What follows belongs to an exercise in optimizing a design on an open flow for small area; a production flow would make more cautious choices. Function was checked by simulation only, so behaviour that the tests miss may differ from the original. Power is estimated from default activity; no workload was simulated.

==> inputs of job 4535 <==
==> flow/design.v <==
package fetch_pkg;
   localparam int inst_w      = 16;
   localparam int fetch_width = 4;
   localparam int slot_w      = $clog2(fetch_width);
   localparam int max_branches = 2;
   localparam int cnt_w        = $clog2(max_branches + 1);
   localparam int rom_depth_log2 = 8;
   localparam int rom_depth      = 1 << rom_depth_log2;
   localparam int         bht_index_w = 6;
   localparam int         bht_depth   = 1 << bht_index_w;
   localparam logic [1:0] ctr_init    = 2'b01;
   localparam int                   op_hi         = 15;
   localparam int                   op_lo         = 12;
   localparam logic [op_hi-op_lo:0] jump_op       = '1;
   localparam logic [1:0]           branch_prefix = 2'b10;
   localparam int                   imm_jump_mask = 2;
   localparam int off_hi     = 11;
   localparam int br_off_w   = 8;
   localparam int br_off_lo  = off_hi - br_off_w + 1;
   localparam int jmp_off_w  = 10;
   localparam int jmp_off_lo = off_hi - jmp_off_w + 1;
endpackage
`timescale 1ns/1ps
module fu_aoi222 (input logic a1, a2, b1, b2, c1, c2, output logic y);
   assign y = ~((a1 & a2) | (b1 & b2) | (c1 & c2));
endmodule
module fu_nand2 (input logic a, b, output logic y);
   assign y = ~(a & b);
endmodule
module fu_nand3 (input logic a, b, c, output logic y);
   assign y = ~(a & b & c);
endmodule
module fu_nand4 (input logic a, b, c, d, output logic y);
   assign y = ~(a & b & c & d);
endmodule
module fu_nor2 (input logic a, b, output logic y);
   assign y = ~(a | b);
endmodule
module fu_inv (input logic a, output logic y);
   assign y = ~a;
endmodule
module fu_sel64 (input logic [63:0] d, input logic [63:0] s, output logic y);
   logic [21:0] n;
   logic [5:0]  m;
   logic [2:0]  p;
   for (genvar g = 0; g < 21; g++) begin : g_t
      fu_aoi222 u_t (.a1(d[3*g]), .a2(s[3*g]), .b1(d[3*g+1]), .b2(s[3*g+1]),
                     .c1(d[3*g+2]), .c2(s[3*g+2]), .y(n[g]));
   end
   fu_nand2 u_t21 (.a(d[63]), .b(s[63]), .y(n[21]));
   fu_nand4 u_m0 (.a(n[0]),  .b(n[1]),  .c(n[2]),  .d(n[3]),  .y(m[0]));
   fu_nand4 u_m1 (.a(n[4]),  .b(n[5]),  .c(n[6]),  .d(n[7]),  .y(m[1]));
   fu_nand4 u_m2 (.a(n[8]),  .b(n[9]),  .c(n[10]), .d(n[11]), .y(m[2]));
   fu_nand4 u_m3 (.a(n[12]), .b(n[13]), .c(n[14]), .d(n[15]), .y(m[3]));
   fu_nand4 u_m4 (.a(n[16]), .b(n[17]), .c(n[18]), .d(n[19]), .y(m[4]));
   fu_nand2 u_m5 (.a(n[20]), .b(n[21]), .y(m[5]));
   fu_nor2  u_p0 (.a(m[0]), .b(m[1]), .y(p[0]));
   fu_nor2  u_p1 (.a(m[2]), .b(m[3]), .y(p[1]));
   fu_nor2  u_p2 (.a(m[4]), .b(m[5]), .y(p[2]));
   fu_nand3 u_y  (.a(p[0]), .b(p[1]), .c(p[2]), .y(y));
endmodule
module fu_sel4 (input logic [3:0] d, input logic [3:0] s, output logic y);
   logic [3:0] n;
   for (genvar k = 0; k < 4; k++) begin : g_t
      fu_nand2 u_n (.a(d[k]), .b(s[k]), .y(n[k]));
   end
   fu_nand4 u_y (.a(n[0]), .b(n[1]), .c(n[2]), .d(n[3]), .y(y));
endmodule
module fu_dec64 (input logic [5:0] a, output logic [63:0] y);
   logic [5:0] an;
   logic [7:0] lo_n, hi_n;
   for (genvar i = 0; i < 6; i++) begin : g_inv
      fu_inv u_i (.a(a[i]), .y(an[i]));
   end
   for (genvar l = 0; l < 8; l++) begin : g_pre
      fu_nand3 u_lo (.a(l[0] ? a[0] : an[0]), .b(l[1] ? a[1] : an[1]),
                     .c(l[2] ? a[2] : an[2]), .y(lo_n[l]));
      fu_nand3 u_hi (.a(l[0] ? a[3] : an[3]), .b(l[1] ? a[4] : an[4]),
                     .c(l[2] ? a[5] : an[5]), .y(hi_n[l]));
   end
   for (genvar j = 0; j < 64; j++) begin : g_y
      fu_nor2 u_y (.a(hi_n[j/8]), .b(lo_n[j%8]), .y(y[j]));
   end
endmodule
`timescale 1ns/1ps
import fetch_pkg::*;
module fetch_top
(
   input  logic                      clk,
   input  logic                      rst_n,
   input  logic                      load_en,
   input  logic [rom_depth_log2-1:0] load_addr,
   input  logic [inst_w-1:0]         load_data,
   input  logic                      stall_fetch,
   input  logic                      stall_for_jump,
   input  logic                      commit_br,
   input  logic                      mispred_num,
   input  logic                      redirect_en,
   input  logic [inst_w-1:0]         redirect_pc,
   input  logic                      bp_update,
   input  logic [inst_w-1:0]         bp_pc,
   input  logic                      bp_taken,
   output logic [inst_w-1:0]         pc,
   output logic [inst_w-1:0]         inst0,
   output logic [inst_w-1:0]         inst1,
   output logic [inst_w-1:0]         inst2,
   output logic [inst_w-1:0]         inst3,
   output logic [fetch_width-1:0]    tkn_brnch,
   output logic [fetch_width-1:0]    is_im_jmp,
   output logic                      brch_full
);
   logic [rom_depth*inst_w-1:0] mem;
   logic [rom_depth-1:0]        we;
   always_comb begin
      for (int a = 0; a < rom_depth; a++) begin
         we[a] = load_en && (load_addr == rom_depth_log2'(a));
      end
   end
   always_ff @(posedge clk) begin
      for (int a = 0; a < rom_depth; a++) begin
         if (we[a]) begin
            mem[a*inst_w +: inst_w] <= load_data;
         end
      end
   end
   logic [1:0]        b;
   logic [5:0]        row [4];
   logic [63:0]       rsel [4];
   logic [inst_w-1:0] bank [4];
   assign b = pc[1:0];
   for (genvar k = 0; k < 4; k++) begin : g_bank
      logic [63:0] col [inst_w];
      assign row[k] = pc[7:2] + 6'((k < b) ? 1 : 0);
      fu_dec64 u_dec (.a(row[k]), .y(rsel[k]));
      for (genvar t = 0; t < inst_w; t++) begin : g_bit
         for (genvar j = 0; j < 64; j++) begin : g_row
            assign col[t][j] = mem[(4*j+k)*inst_w + t];
         end
         fu_sel64 u_rd (.d(col[t]), .s(rsel[k]), .y(bank[k][t]));
      end
   end
   logic [bht_depth-1:0] bht_hi, bht_lon;
   logic [bht_depth-1:0] bsel;
   logic                 hb [4];
   logic                 h [4];
   logic [15:0]          hsel [4];
   always_comb begin
      for (int e = 0; e < bht_depth; e++) begin
         bsel[e] = bp_update && (bp_pc[5:0] == 6'(e));
      end
   end
   always_ff @(posedge clk or negedge rst_n) begin
      if (!rst_n) begin
         bht_hi  <= '0;
         bht_lon <= '0;
      end else begin
         for (int e = 0; e < bht_depth; e++) begin
            if (bsel[e]) begin
               if (bp_taken) begin
                  bht_hi[e]  <= bht_hi[e] | ~bht_lon[e];
                  bht_lon[e] <= ~(bht_hi[e] | bht_lon[e]);
               end else begin
                  bht_hi[e]  <= bht_hi[e] & ~bht_lon[e];
                  bht_lon[e] <= ~(bht_hi[e] & bht_lon[e]);
               end
            end
         end
      end
   end
   always_comb begin
      for (int k = 0; k < 4; k++) begin
         for (int j = 0; j < 16; j++) begin
            hsel[k][j] = row[k][3:0] == 4'(j);
         end
         hb[k] = 1'b0;
         for (int j = 0; j < 16; j++) begin
            hb[k] = hb[k] | (bht_hi[4*j+k] & hsel[k][j]);
         end
      end
      for (int i = 0; i < 4; i++) begin
         h[i] = hb[(b + 2'(i)) & 2'd3];
      end
   end
   logic [1:0]  br_cnt, br_live, cnt_nxt, dec_amt;
   logic        hold_q;
   logic        kill;
   logic [3:0]  squash, third, tkn, imj, tgt;
   logic [2:0]  n_issue;
   logic        dec_br [4];
   logic        dec_jmp [4];
   logic        dec_imj [4];
   logic [3:0]  bdec_br, bdec_jmp, bdec_imj;
   always_comb begin
      for (int k = 0; k < 4; k++) begin
         bdec_br[k]  = bank[k][15:14] == 2'b10 && bank[k][13:12] != 2'b00;
         bdec_jmp[k] = bank[k][15:12] == 4'hF;
         bdec_imj[k] = bdec_jmp[k] && bank[k][1:0] == 2'b00;
      end
      for (int i = 0; i < 4; i++) begin
         dec_br[i]  = bdec_br[(b + 2'(i)) & 2'd3];
         dec_jmp[i] = bdec_jmp[(b + 2'(i)) & 2'd3];
         dec_imj[i] = bdec_imj[(b + 2'(i)) & 2'd3];
      end
   end
   always_comb begin
      kill    = stall_fetch | stall_for_jump | hold_q;
      br_live = br_cnt;
      n_issue = '0;
      squash  = '0;
      third   = '0;
      tkn     = '0;
      imj     = '0;
      for (int i = 0; i < 4; i++) begin
         if (kill) begin
            squash[i] = 1'b1;
         end else if (dec_br[i]) begin
            if (br_live[1]) begin
               third[i]  = 1'b1;
               squash[i] = 1'b1;
               kill      = 1'b1;
            end else begin
               br_live = br_live + 2'd1;
               tkn[i]  = h[i];
               kill    = h[i];
            end
         end else if (dec_jmp[i]) begin
            imj[i] = dec_imj[i];
            kill   = 1'b1;
         end
         if (!squash[i]) begin
            n_issue = n_issue + 3'd1;
         end
      end
      tgt = tkn | imj;
   end
   always_comb begin
      for (int i = 0; i < 4; i++) begin
         tkn_brnch[3-i] = tkn[i];
         is_im_jmp[3-i] = imj[i];
      end
   end
   logic [3:0]        osel [4];
   logic [inst_w-1:0] inst [4];
   always_comb begin
      for (int i = 0; i < 4; i++) begin
         for (int k = 0; k < 4; k++) begin
            osel[i][k] = !squash[i] && (((b + 2'(i)) & 2'd3) == 2'(k));
         end
      end
   end
   for (genvar i = 0; i < 4; i++) begin : g_slot
      for (genvar t = 0; t < inst_w; t++) begin : g_bit
         fu_sel4 u_o (.d({bank[3][t], bank[2][t], bank[1][t], bank[0][t]}),
                      .s(osel[i]), .y(inst[i][t]));
      end
   end
   assign inst0 = inst[0];
   assign inst1 = inst[1];
   assign inst2 = inst[2];
   assign inst3 = inst[3];
   assign brch_full = hold_q;
   logic [10:0] off, step;
   logic [2:0]  base_inc;
   logic [3:0] tgtb;
   always_comb begin
      off      = '0;
      base_inc = n_issue;
      for (int i = 0; i < 4; i++) begin
         if (tgt[i]) begin
            base_inc = 3'(i);
         end
      end
      for (int k = 0; k < 4; k++) begin
         tgtb[k] = tgt[(2'(k) - b) & 2'd3];
         if (tgtb[k]) begin
            if (bdec_imj[k]) off = {bank[k][11], bank[k][11:2]};
            else             off = {{3{bank[k][11]}}, bank[k][11:4]};
         end
      end
      step = off + 11'(base_inc);
   end
   always_ff @(posedge clk or negedge rst_n) begin
      if (!rst_n) begin
         pc <= '0;
      end else if (redirect_en) begin
         pc <= redirect_pc;
      end else begin
         pc <= pc + {{5{step[10]}}, step};
      end
   end
   always_comb begin
      dec_amt = commit_br ? (mispred_num ? 2'd2 : 2'd1) : 2'd0;
      cnt_nxt = (br_live > dec_amt) ? br_live - dec_amt : 2'd0;
   end
   always_ff @(posedge clk or negedge rst_n) begin
      if (!rst_n) begin
         br_cnt <= '0;
         hold_q <= 1'b0;
      end else begin
         br_cnt <= cnt_nxt;
         if (commit_br) begin
            hold_q <= 1'b0;
         end else if (|third) begin
            hold_q <= 1'b1;
         end
      end
   end
endmodule
==> flow/run.sh <==
#!/bin/bash
# synth_recipe.tcl (not shown) runs the flow's synth.tcl, then flattens the netlist and writes it again
# the make line also repeats each setting of config.mk as NAME=value (left out here)
make -C /OpenROAD-flow-scripts/flow DESIGN_CONFIG=/design/flow/config.mk WORK_HOME=/design/flow/orfs CLKGATE_MAP_FILE= SYNTH_SCRIPT=/design/flow/synth_recipe.tcl finish
==> flow/config.mk <==
export PLATFORM = sky130hd
export DESIGN_NAME = fetch_top
export DESIGN_NICKNAME = fetch_top
export VERILOG_FILES = /design/flow/design.v
export SDC_FILE = /design/flow/constraint.sdc
export NUM_CORES = 4
export LEC_CHECK = 0
export CAP_MARGIN = 30
export CORE_MARGIN = 2
export CORE_UTILIZATION = 65
export CTS_CLUSTER_DIAMETER = 80
export CTS_CLUSTER_SIZE = 26
export PLACE_DENSITY = 0.72
export SETUP_SLACK_MARGIN = 0.4
export SLEW_MARGIN = 20
export SYNTH_HIERARCHICAL = 1
export SYNTH_MEMORY_MAX_BITS = 8192
export SYNTH_MINIMUM_KEEP_SIZE = 0
==> flow/constraint.sdc <==
create_clock -name core_clock -period 18.0 [get_ports {clk}]
set_input_delay 3.6000 -clock core_clock [delete_from_list [all_inputs] [get_ports {clk}]]
set_output_delay 3.6000 -clock core_clock [all_outputs]
set_load 0.01 [all_outputs]
==> inputs of job 2482, as changes to job 4535 <==
--- a/flow/design.v
+++ b/flow/design.v
@@ -83,4 +83,27 @@
    end
 endmodule
+module fu_and4 (input logic a, b, c, d, output logic y);
+   assign y = a & b & c & d;
+endmodule
+module fu_ao22 (input logic a1, a2, b1, b2, output logic y);
+   assign y = (a1 & a2) | (b1 & b2);
+endmodule
+module fu_dec256 (input logic en, input logic [7:0] a, output logic [255:0] y);
+   logic [7:0]  an;
+   logic [15:0] lo_n, hi_m, hi_n;
+   for (genvar i = 0; i < 8; i++) begin : g_inv
+      fu_inv u_i (.a(a[i]), .y(an[i]));
+   end
+   for (genvar l = 0; l < 16; l++) begin : g_pre
+      fu_nand4 u_lo (.a(l[0] ? a[0] : an[0]), .b(l[1] ? a[1] : an[1]),
+                     .c(l[2] ? a[2] : an[2]), .d(l[3] ? a[3] : an[3]), .y(lo_n[l]));
+      fu_and4  u_hm (.a(l[0] ? a[4] : an[4]), .b(l[1] ? a[5] : an[5]),
+                     .c(l[2] ? a[6] : an[6]), .d(l[3] ? a[7] : an[7]), .y(hi_m[l]));
+      fu_nand2 u_hi (.a(hi_m[l]), .b(en), .y(hi_n[l]));
+   end
+   for (genvar j = 0; j < 256; j++) begin : g_y
+      fu_nor2 u_y (.a(hi_n[j/16]), .b(lo_n[j%16]), .y(y[j]));
+   end
+endmodule
 `timescale 1ns/1ps
 import fetch_pkg::*;
@@ -112,9 +135,5 @@
    logic [rom_depth*inst_w-1:0] mem;
    logic [rom_depth-1:0]        we;
-   always_comb begin
-      for (int a = 0; a < rom_depth; a++) begin
-         we[a] = load_en && (load_addr == rom_depth_log2'(a));
-      end
-   end
+   fu_dec256 u_wdec (.en(load_en), .a(load_addr), .y(we));
    always_ff @(posedge clk) begin
       for (int a = 0; a < rom_depth; a++) begin
@@ -145,9 +164,23 @@
    logic                 h [4];
    logic [15:0]          hsel [4];
+   logic [1:0] old_c, new_c;
+   logic       bhi_d [bht_depth];
+   logic       blon_d [bht_depth];
+   fu_dec64 u_bdec (.a(bp_pc[5:0]), .y(bsel));
+   fu_sel64 u_bhi (.d(bht_hi), .s(bsel), .y(old_c[1]));
+   fu_sel64 u_blon (.d(bht_lon), .s(bsel), .y(old_c[0]));
    always_comb begin
-      for (int e = 0; e < bht_depth; e++) begin
-         bsel[e] = bp_update && (bp_pc[5:0] == 6'(e));
+      new_c = old_c;
+      if (bp_update) begin
+         new_c[1] = (old_c[1] & ~old_c[0]) | ((old_c[1] | ~old_c[0]) & bp_taken);
+         new_c[0] = ~((old_c[1] & old_c[0]) | ((old_c[1] | old_c[0]) & bp_taken));
       end
    end
+   for (genvar e = 0; e < bht_depth; e++) begin : g_bht
+      logic seln;
+      fu_inv  u_n  (.a(bsel[e]), .y(seln));
+      fu_ao22 u_hi (.a1(bsel[e]), .a2(new_c[1]), .b1(seln), .b2(bht_hi[e]), .y(bhi_d[e]));
+      fu_ao22 u_lo (.a1(bsel[e]), .a2(new_c[0]), .b1(seln), .b2(bht_lon[e]), .y(blon_d[e]));
+   end
    always_ff @(posedge clk or negedge rst_n) begin
       if (!rst_n) begin
@@ -156,13 +189,6 @@
       end else begin
          for (int e = 0; e < bht_depth; e++) begin
-            if (bsel[e]) begin
-               if (bp_taken) begin
-                  bht_hi[e]  <= bht_hi[e] | ~bht_lon[e];
-                  bht_lon[e] <= ~(bht_hi[e] | bht_lon[e]);
-               end else begin
-                  bht_hi[e]  <= bht_hi[e] & ~bht_lon[e];
-                  bht_lon[e] <= ~(bht_hi[e] & bht_lon[e]);
-               end
-            end
+            bht_hi[e]  <= bhi_d[e];
+            bht_lon[e] <= blon_d[e];
          end
       end
==> flow/flow/run.sh (new file) <==
#!/bin/bash
# Standard ORFS layout with four changes: high-fanout nor2 drivers upsized
# before placement (flow/upsize.tcl), ports buffered with the smallest
# buffer, a clock tree of clkbuf_4 leaves without dummy loads, and
# non-critical gates downsized after global routing. make's full output goes
# to flow_make.log here; each ORFS step also keeps its own log under orfs/logs.
set -euo pipefail
cd "$(dirname "$0")/.."
bash standard.sh \
  "PRE_GLOBAL_PLACE_TCL=$(pwd)/flow/upsize.tcl" \
  "BUFFER_PORTS_ARGS=-buffer_cell sky130_fd_sc_hd__buf_1" \
  "CTS_ARGS=-sink_clustering_enable -repair_clock_nets -dont_use_dummy_load -sink_clustering_size 10 -sink_clustering_max_diameter 40 -buf_list sky130_fd_sc_hd__clkbuf_4" \
  RECOVER_POWER=100 \
  finish > flow_make.log 2>&1
==> flow/flow/upsize.tcl (new file) <==
# Before global placement: the one-hot select and write-enable lines are
# nor2 gates that each drive 16 loads. Give them the x2 drive so that the
# placer does not split them with buffer trees.
set n 0
foreach inst [get_cells *] {
  if {[get_property $inst ref_name] == "sky130_fd_sc_hd__nor2_1"} {
    set opin [get_pins -of_objects $inst -filter "direction == output"]
    set net [get_nets -of_objects $opin]
    set fo [llength [get_pins -of_objects $net -filter "direction == input"]]
    if {$fo >= 12} {
      replace_cell $inst sky130_fd_sc_hd__nor2_2
      incr n
    }
  }
}
puts "upsize.tcl: $n nor2 drivers set to nor2_2"
==> flow/standard.sh (new file) <==
#!/bin/bash
# synth_recipe.tcl (not shown) runs the flow's synth.tcl, then flattens the netlist and writes it again
# the make line also repeats each setting of config.mk as NAME=value (left out here)
make -C /OpenROAD-flow-scripts/flow DESIGN_CONFIG=/design/flow/config.mk WORK_HOME=/design/flow/orfs CLKGATE_MAP_FILE= SYNTH_SCRIPT=/design/flow/synth_recipe.tcl "${@:-finish}"
removed: flow/run.sh
==> inputs of job 1280, as changes to job 4535 <==
==> flow/design.v, changed modules only <==
module fu_and2 (input logic a, b, output logic y);
   assign y = a & b;
endmodule
module fu_dec64 (input logic [5:0] a, output logic [63:0] y);
   logic [5:0] an;
   logic [7:0] lo, hi;
   for (genvar i = 0; i < 6; i++) begin : g_inv
      fu_inv u_i (.a(a[i]), .y(an[i]));
   end
   for (genvar l = 0; l < 8; l++) begin : g_pre
      fu_and3 u_lo (.a(l[0] ? a[0] : an[0]), .b(l[1] ? a[1] : an[1]),
                    .c(l[2] ? a[2] : an[2]), .y(lo[l]));
      fu_and3 u_hi (.a(l[0] ? a[3] : an[3]), .b(l[1] ? a[4] : an[4]),
                    .c(l[2] ? a[5] : an[5]), .y(hi[l]));
   end
   for (genvar j = 0; j < 64; j++) begin : g_y
      fu_and2 u_y (.a(hi[j/8]), .b(lo[j%8]), .y(y[j]));
   end
endmodule
module fu_and3 (input logic a, b, c, output logic y);
   assign y = a & b & c;
endmodule
module fu_and4 (input logic a, b, c, d, output logic y);
   assign y = a & b & c & d;
endmodule
module fu_ao22 (input logic a1, a2, b1, b2, output logic y);
   assign y = (a1 & a2) | (b1 & b2);
endmodule
module fu_dec256 (input logic en, input logic [7:0] a, output logic [255:0] y);
   logic [7:0]  an;
   logic [15:0] lo, hi_m, hi;
   for (genvar i = 0; i < 8; i++) begin : g_inv
      fu_inv u_i (.a(a[i]), .y(an[i]));
   end
   for (genvar l = 0; l < 16; l++) begin : g_pre
      fu_and4 u_lo (.a(l[0] ? a[0] : an[0]), .b(l[1] ? a[1] : an[1]),
                    .c(l[2] ? a[2] : an[2]), .d(l[3] ? a[3] : an[3]), .y(lo[l]));
      fu_and4 u_hm (.a(l[0] ? a[4] : an[4]), .b(l[1] ? a[5] : an[5]),
                    .c(l[2] ? a[6] : an[6]), .d(l[3] ? a[7] : an[7]), .y(hi_m[l]));
      fu_and2 u_hi (.a(hi_m[l]), .b(en), .y(hi[l]));
   end
   for (genvar j = 0; j < 256; j++) begin : g_y
      fu_and2 u_y (.a(hi[j/16]), .b(lo[j%16]), .y(y[j]));
   end
endmodule
module fetch_top
(
   input  logic                      clk,
   input  logic                      rst_n,
   input  logic                      load_en,
   input  logic [rom_depth_log2-1:0] load_addr,
   input  logic [inst_w-1:0]         load_data,
   input  logic                      stall_fetch,
   input  logic                      stall_for_jump,
   input  logic                      commit_br,
   input  logic                      mispred_num,
   input  logic                      redirect_en,
   input  logic [inst_w-1:0]         redirect_pc,
   input  logic                      bp_update,
   input  logic [inst_w-1:0]         bp_pc,
   input  logic                      bp_taken,
   output logic [inst_w-1:0]         pc,
   output logic [inst_w-1:0]         inst0,
   output logic [inst_w-1:0]         inst1,
   output logic [inst_w-1:0]         inst2,
   output logic [inst_w-1:0]         inst3,
   output logic [fetch_width-1:0]    tkn_brnch,
   output logic [fetch_width-1:0]    is_im_jmp,
   output logic                      brch_full
);
   logic [rom_depth*inst_w-1:0] mem;
   logic [rom_depth-1:0]        we;
   fu_dec256 u_wdec (.en(load_en), .a(load_addr), .y(we));
   always_ff @(posedge clk) begin
      for (int a = 0; a < rom_depth; a++) begin
         if (we[a]) begin
            mem[a*inst_w +: inst_w] <= load_data;
         end
      end
   end
   logic [1:0]        b;
   logic [5:0]        row [4];
   logic [63:0]       rsel [4];
   logic [inst_w-1:0] bank [4];
   assign b = pc[1:0];
   for (genvar k = 0; k < 4; k++) begin : g_bank
      logic [63:0] col [inst_w];
      assign row[k] = pc[7:2] + 6'((k < b) ? 1 : 0);
      fu_dec64 u_dec (.a(row[k]), .y(rsel[k]));
      for (genvar t = 0; t < inst_w; t++) begin : g_bit
         for (genvar j = 0; j < 64; j++) begin : g_row
            assign col[t][j] = mem[(4*j+k)*inst_w + t];
         end
         fu_sel64 u_rd (.d(col[t]), .s(rsel[k]), .y(bank[k][t]));
      end
   end
   logic [bht_depth-1:0] bht_hi, bht_lon;
   logic [bht_depth-1:0] bsel;
   logic                 hb [4];
   logic                 h [4];
   logic [15:0]          hsel [4];
   logic [1:0] old_c, new_c;
   logic       bhi_d [bht_depth];
   logic       blon_d [bht_depth];
   fu_dec64 u_bdec (.a(bp_pc[5:0]), .y(bsel));
   fu_sel64 u_bhi (.d(bht_hi), .s(bsel), .y(old_c[1]));
   fu_sel64 u_blon (.d(bht_lon), .s(bsel), .y(old_c[0]));
   always_comb begin
      new_c = old_c;
      if (bp_update) begin
         new_c[1] = (old_c[1] & ~old_c[0]) | ((old_c[1] | ~old_c[0]) & bp_taken);
         new_c[0] = ~((old_c[1] & old_c[0]) | ((old_c[1] | old_c[0]) & bp_taken));
      end
   end
   for (genvar e = 0; e < bht_depth; e++) begin : g_bht
      logic seln;
      fu_inv  u_n  (.a(bsel[e]), .y(seln));
      fu_ao22 u_hi (.a1(bsel[e]), .a2(new_c[1]), .b1(seln), .b2(bht_hi[e]), .y(bhi_d[e]));
      fu_ao22 u_lo (.a1(bsel[e]), .a2(new_c[0]), .b1(seln), .b2(bht_lon[e]), .y(blon_d[e]));
   end
   always_ff @(posedge clk or negedge rst_n) begin
      if (!rst_n) begin
         bht_hi  <= '0;
         bht_lon <= '0;
      end else begin
         for (int e = 0; e < bht_depth; e++) begin
            bht_hi[e]  <= bhi_d[e];
            bht_lon[e] <= blon_d[e];
         end
      end
   end
   always_comb begin
      for (int k = 0; k < 4; k++) begin
         for (int j = 0; j < 16; j++) begin
            hsel[k][j] = row[k][3:0] == 4'(j);
         end
         hb[k] = 1'b0;
         for (int j = 0; j < 16; j++) begin
            hb[k] = hb[k] | (bht_hi[4*j+k] & hsel[k][j]);
         end
      end
      for (int i = 0; i < 4; i++) begin
         h[i] = hb[(b + 2'(i)) & 2'd3];
      end
   end
   logic [1:0]  br_cnt, br_live, cnt_nxt, dec_amt;
   logic        hold_q;
   logic        kill;
   logic [3:0]  squash, third, tkn, imj, tgt;
   logic [2:0]  n_issue;
   logic        dec_br [4];
   logic        dec_jmp [4];
   logic        dec_imj [4];
   logic [3:0]  bdec_br, bdec_jmp, bdec_imj;
   always_comb begin
      for (int k = 0; k < 4; k++) begin
         bdec_br[k]  = bank[k][15:14] == 2'b10 && bank[k][13:12] != 2'b00;
         bdec_jmp[k] = bank[k][15:12] == 4'hF;
         bdec_imj[k] = bdec_jmp[k] && bank[k][1:0] == 2'b00;
      end
      for (int i = 0; i < 4; i++) begin
         dec_br[i]  = bdec_br[(b + 2'(i)) & 2'd3];
         dec_jmp[i] = bdec_jmp[(b + 2'(i)) & 2'd3];
         dec_imj[i] = bdec_imj[(b + 2'(i)) & 2'd3];
      end
   end
   always_comb begin
      kill    = stall_fetch | stall_for_jump | hold_q;
      br_live = br_cnt;
      n_issue = '0;
      squash  = '0;
      third   = '0;
      tkn     = '0;
      imj     = '0;
      for (int i = 0; i < 4; i++) begin
         if (kill) begin
            squash[i] = 1'b1;
         end else if (dec_br[i]) begin
            if (br_live[1]) begin
               third[i]  = 1'b1;
               squash[i] = 1'b1;
               kill      = 1'b1;
            end else begin
               br_live = br_live + 2'd1;
               tkn[i]  = h[i];
               kill    = h[i];
            end
         end else if (dec_jmp[i]) begin
            imj[i] = dec_imj[i];
            kill   = 1'b1;
         end
         if (!squash[i]) begin
            n_issue = n_issue + 3'd1;
         end
      end
      tgt = tkn | imj;
   end
   always_comb begin
      for (int i = 0; i < 4; i++) begin
         tkn_brnch[3-i] = tkn[i];
         is_im_jmp[3-i] = imj[i];
      end
   end
   logic [3:0]        osel [4];
   logic [inst_w-1:0] inst [4];
   always_comb begin
      for (int i = 0; i < 4; i++) begin
         for (int k = 0; k < 4; k++) begin
            osel[i][k] = !squash[i] && (((b + 2'(i)) & 2'd3) == 2'(k));
         end
      end
   end
   for (genvar i = 0; i < 4; i++) begin : g_slot
      for (genvar t = 0; t < inst_w; t++) begin : g_bit
         fu_sel4 u_o (.d({bank[3][t], bank[2][t], bank[1][t], bank[0][t]}),
                      .s(osel[i]), .y(inst[i][t]));
      end
   end
   assign inst0 = inst[0];
   assign inst1 = inst[1];
   assign inst2 = inst[2];
   assign inst3 = inst[3];
   assign brch_full = hold_q;
   logic [10:0] off, step;
   logic [2:0]  base_inc;
   logic [3:0] tgtb;
   always_comb begin
      off      = '0;
      base_inc = n_issue;
      for (int i = 0; i < 4; i++) begin
         if (tgt[i]) begin
            base_inc = 3'(i);
         end
      end
      for (int k = 0; k < 4; k++) begin
         tgtb[k] = tgt[(2'(k) - b) & 2'd3];
         if (tgtb[k]) begin
            if (bdec_imj[k]) off = {bank[k][11], bank[k][11:2]};
            else             off = {{3{bank[k][11]}}, bank[k][11:4]};
         end
      end
      step = off + 11'(base_inc);
   end
   always_ff @(posedge clk or negedge rst_n) begin
      if (!rst_n) begin
         pc <= '0;
      end else if (redirect_en) begin
         pc <= redirect_pc;
      end else begin
         pc <= pc + {{5{step[10]}}, step};
      end
   end
   always_comb begin
      dec_amt = commit_br ? (mispred_num ? 2'd2 : 2'd1) : 2'd0;
      cnt_nxt = (br_live > dec_amt) ? br_live - dec_amt : 2'd0;
   end
   always_ff @(posedge clk or negedge rst_n) begin
      if (!rst_n) begin
         br_cnt <= '0;
         hold_q <= 1'b0;
      end else begin
         br_cnt <= cnt_nxt;
         if (commit_br) begin
            hold_q <= 1'b0;
         end else if (|third) begin
            hold_q <= 1'b1;
         end
      end
   end
endmodule
==> comparison <==
- Count of clock-buffer cells in the layout: job 1280 < job 4535 < job 2482.
- The lowest fmax belongs to job 2482, the highest to job 1280.
- The highest non-clock buffer count belongs to job 4535, the lowest to job 1280.
- Cell count, highest first: job 4535, job 2482, job 1280.
- Job 2482 reached the layout checks and failed them: capacitance limit, slew limit. Job 1280 passed the timing, DRC and antenna checks. Job 4535 passed the timing, DRC and antenna checks.
- Flip-flop and latch count is the same in job 1280 and job 2482.
- The lowest first-iteration DRC count belongs to job 2482, the highest to job 4535.
- Clock power: job 2482 < job 1280 < job 4535.

-- static timing again, ports no longer ideal --
No port has a modelled driver above. Below, the same layouts with a new extraction and two added sets of constraints.
Step 1 sets driving cells, clkbuf_16 on the clock port and buf_2 on the other inputs (assumed; they add their load-dependent delay and slew).
Step 2 moves the port delays by t, midway between the first and last clock arrival at a register: inputs arrive t later, outputs are due t later. That takes back most of the time a late clock gives input paths.
Three values: ideal ports, drivers, drivers and shift; two values: the first two.
| run | shift t [ns] | setup WS [ns] | worst hold slack (ns) | worst register clock-pin slew, ns |
|---|---|---|---|---|
| job 4535 | 0.989 | 1.810 / 1.715 / 2.704 | 0.499 / 0.499 / 0.499 | 0.11 / 0.11 |
| job 2482 | 1.465 | 0.951 / 0.866 / 2.331 | 0.496 / 0.496 / 0.496 | 0.11 / 0.11 |
| job 1280 | 0.974 | 2.808 / 2.715 / 3.689 | 0.508 / 0.508 / 0.508 | 0.10 / 0.10 |
